This design comes from an exercise in tuning for small area, a short achievable clock period and few clock cycles per item on the open sky130 flow, not from production work.
At most, simulation tests tie the RTL to the original design; equivalence was not proved.

==> flow/design.v (excerpt) <==
module pe_requant #(
    parameter int ACC_W  = 32,
    parameter int MULT_W = 16,
    parameter int CNT_W  = 16
) (
    input  logic              clk,
    input  logic              rst_n,
    input  logic              in_valid,
    output logic              in_ready,
    input  logic [ACC_W-1:0]  in_acc,
    input  logic [ACC_W-1:0]  in_bias,
    input  logic              in_last,
    output logic              out_valid,
    input  logic              out_ready,
    output logic [7:0]        out_data,
    output logic              out_last,
    input  logic              cfg_we,
    input  logic [MULT_W-1:0] cfg_mult,
    input  logic [4:0]        cfg_shift,
    input  logic [7:0]        cfg_zp,
    output logic              busy,
    output logic [CNT_W-1:0]  out_count
);
Size: roughly 240 flip-flops, about 23000 um^2 of cells after synthesis.
export LEC_CHECK = 0
export ABC_CLOCK_PERIOD_IN_PS = 4400
export CAP_MARGIN = 20
export CORE_MARGIN = 2
export CORE_UTILIZATION = 55
export CTS_BUF_LIST = sky130_fd_sc_hd__clkbuf_4 sky130_fd_sc_hd__clkbuf_8
export CTS_CLUSTER_SIZE = 30
export SETUP_SLACK_MARGIN = 5.0
export SLEW_MARGIN = 20
export SYNTH_HIERARCHICAL = 1
export SYNTH_MINIMUM_KEEP_SIZE = 0
create_clock -name core_clock -period 9.0 [get_ports {clk}]
standard.sh (not shown) runs the stock make flow with config.mk's settings and CLKGATE_MAP_FILE= SYNTH_SCRIPT=/design/flow/synth_recipe.tcl, a recipe that flattens the netlist after the stock synthesis.
==> flow/flow/run.sh <==
#!/bin/bash
# Standard layout, with plain buffers (not delay buffers) on the ports and a
# clock tree without dummy loads.
export BUFFER_PORTS_ARGS="-buffer_cell sky130_fd_sc_hd__buf_1"
export CTS_ARGS="-sink_clustering_enable -repair_clock_nets -dont_use_dummy_load -sink_clustering_size 30 -buf_list {sky130_fd_sc_hd__clkbuf_4 sky130_fd_sc_hd__clkbuf_8}"
bash standard.sh > standard.log 2>&1
Edit:
--- a/flow/design.v
+++ b/flow/design.v
@@ -707,25 +707,25 @@
     always_ff @(posedge clk) s2_y[46] <= t571;
     always_ff @(posedge clk) s2_y[47] <= t573;
     always_ff @(posedge clk) s2_y[48] <= t575;
     always_ff @(posedge clk) s2_y[49] <= t577;
     always_ff @(posedge clk) s2_last <= s1_last;
     logic [W-1:0] p;
     logic [30:0]  hmask;
     logic [7:0]   win;
     logic [22:0]  w16;
     logic [14:0]  w8;
     logic [10:0]  w4;
     logic [8:0]   w2;
-    logic         neg, hi_fix, hi_vlo, hi_vhi;
+    logic         neg, hi_fix, hi_var;
     logic [W-1:0] a3_a, a3_b, a3_s;
     assign a3_a = s2_x;
     assign a3_b = s2_y;
     logic [49:0] a3_g0, a3_p0;
     assign a3_g0 = a3_a & a3_b;
     assign a3_p0 = a3_a ^ a3_b;
     logic a3_G0, a3_P0;
     assign a3_G0 = a3_g0[1] | (a3_p0[1] & a3_g0[0]);
     assign a3_P0 = a3_p0[1] & a3_p0[0];
     logic a3_G1, a3_P1;
     assign a3_G1 = a3_g0[3] | (a3_p0[3] & a3_g0[2]);
     assign a3_P1 = a3_p0[3] & a3_p0[2];
@@ -1124,42 +1124,40 @@
     assign a3_P132 = a3_P114 & a3_P112;
     assign a3_s = a3_p0 ^ {a3_G131, a3_G130, a3_G129, a3_G128, a3_G127, a3_G126, a3_G125, a3_G124, a3_G123, a3_G122, a3_G121, a3_G120, a3_G119, a3_G118, a3_G117, a3_G116, a3_G115, a3_G112, a3_G111, a3_G110, a3_G109, a3_G108, a3_G107, a3_G106, a3_G105, a3_G104, a3_G103, a3_G102, a3_G101, a3_G100, a3_G99, a3_G98, a3_G97, a3_G80, a3_G79, a3_G78, a3_G77, a3_G76, a3_G75, a3_G74, a3_G73, a3_G52, a3_G51, a3_G50, a3_G49, a3_G26, a3_G25, a3_G0, a3_g0[0], 1'b0};
     always_comb begin
         p      = a3_s;
         w16    = cfg_shift_q[4] ? p[38:16] : p[22:0];
         w8     = cfg_shift_q[3] ? w16[22:8] : w16[14:0];
         w4     = cfg_shift_q[2] ? w8[14:4]  : w8[10:0];
         w2     = cfg_shift_q[1] ? w4[10:2]  : w4[8:0];
         win    = cfg_shift_q[0] ? w2[8:1]   : w2[7:0];
         hmask  = {31{1'b1}} << cfg_shift_q;       
         neg    = p[W-1];
         hi_fix = |p[48:39];                       
-        hi_vlo = |(p[23:8] & hmask[15:0]);
-        hi_vhi = |(p[38:24] & hmask[30:16]);
+        hi_var = |(p[38:8] & hmask);
     end
     logic        r3_vld;
-    logic        r3_last, r3_neg, r3_hfix, r3_hvlo, r3_hvhi;
+    logic        r3_last, r3_neg, r3_hfix, r3_hvar;
     logic [7:0]  r3_win;
     logic [8:0]  r3_dat;
     logic [2:0]  h_vld;
     logic [8:0]  h_dat [3];
     always_ff @(posedge clk) begin
         r3_last <= s2_last;
         r3_neg  <= neg;
         r3_hfix <= hi_fix;
-        r3_hvlo <= hi_vlo;
-        r3_hvhi <= hi_vhi;
+        r3_hvar <= hi_var;
         r3_win  <= win;
     end
-    assign r3_dat = {r3_last, {8{!r3_neg}} & ({8{r3_hfix | r3_hvlo | r3_hvhi}} | r3_win)};
+    assign r3_dat = {r3_last, {8{!r3_neg}} & ({8{r3_hfix | r3_hvar}} | r3_win)};
     assign out_valid = h_vld[0] || r3_vld;
     assign out_data  = h_vld[0] ? h_dat[0][7:0] : r3_dat[7:0];
     assign out_last  = h_vld[0] ? h_dat[0][8]   : r3_dat[8];
     assign pop       = out_valid && out_ready;
     logic [2:0] nh_vld;
     logic       v1_nxt, v2_nxt;
     always_comb begin
         if (r3_vld && !pop)      nh_vld = {h_vld[1:0], 1'b1};
         else if (!r3_vld && pop) nh_vld = {1'b0, h_vld[2:1]};
         else                     nh_vld = h_vld;
         v1_nxt = in_fire;
         v2_nxt = s1_vld;
Worst setup slack got worse by 8.2 ps.
Wire length shrinks by about 3%.
Non-clock buffer count shrinks by 1.
Area after synthesis shrinks by 1.7%.
Via count shrinks by 2.4%.
Critical path depth is unchanged.
Worst hold slack got worse by 6.5 ps.
Global-route usage shrinks by 0.66 points.
Design area shrinks by about 0.9%.
Utilization grows by 0.84 points.
Maximum frequency is about the same.
Testbench counts after the change, summed over its fixed seeds: cycles 11,204, items 10,948.
The RTL of the first run of this note was laid out without a check of its function.

[port drivers added, routing unchanged]
How much do the figures lean on ideal ports? The routed layouts below were timed once more, with nothing changed but the port constraints. Step 1, drivers: a clkbuf_16 drives clk and a buf_2 each remaining input, both assumed. Step 2 adds t to the input delays and takes it off the output delays; t is the mean of the earliest and latest rising clock arrival at the registers after step 1. Input paths then give back, and output paths get back, about the clock's delay inside the block. a / b / c = ideal / step 1 / step 2; a / b = the first two.
run | t (ns) | setup slack, ns | hold slack, ns | worst data-port slew with drivers (ns) | pins driven straight from the clock port
the first run | 0.629 | 5.020 / 4.999 / 4.648 | 0.325 / 0.325 / 0.325 | 0.06 | 1
the second run | 0.658 | 5.012 / 4.986 / 4.453 | 0.319 / 0.319 / 0.319 | 0.07 | 1
After both steps every run listed still meets setup and hold. For the second run, which loses most, drivers alone change the setup slack by -0.026 ns; drivers and shift together by -0.559 ns.
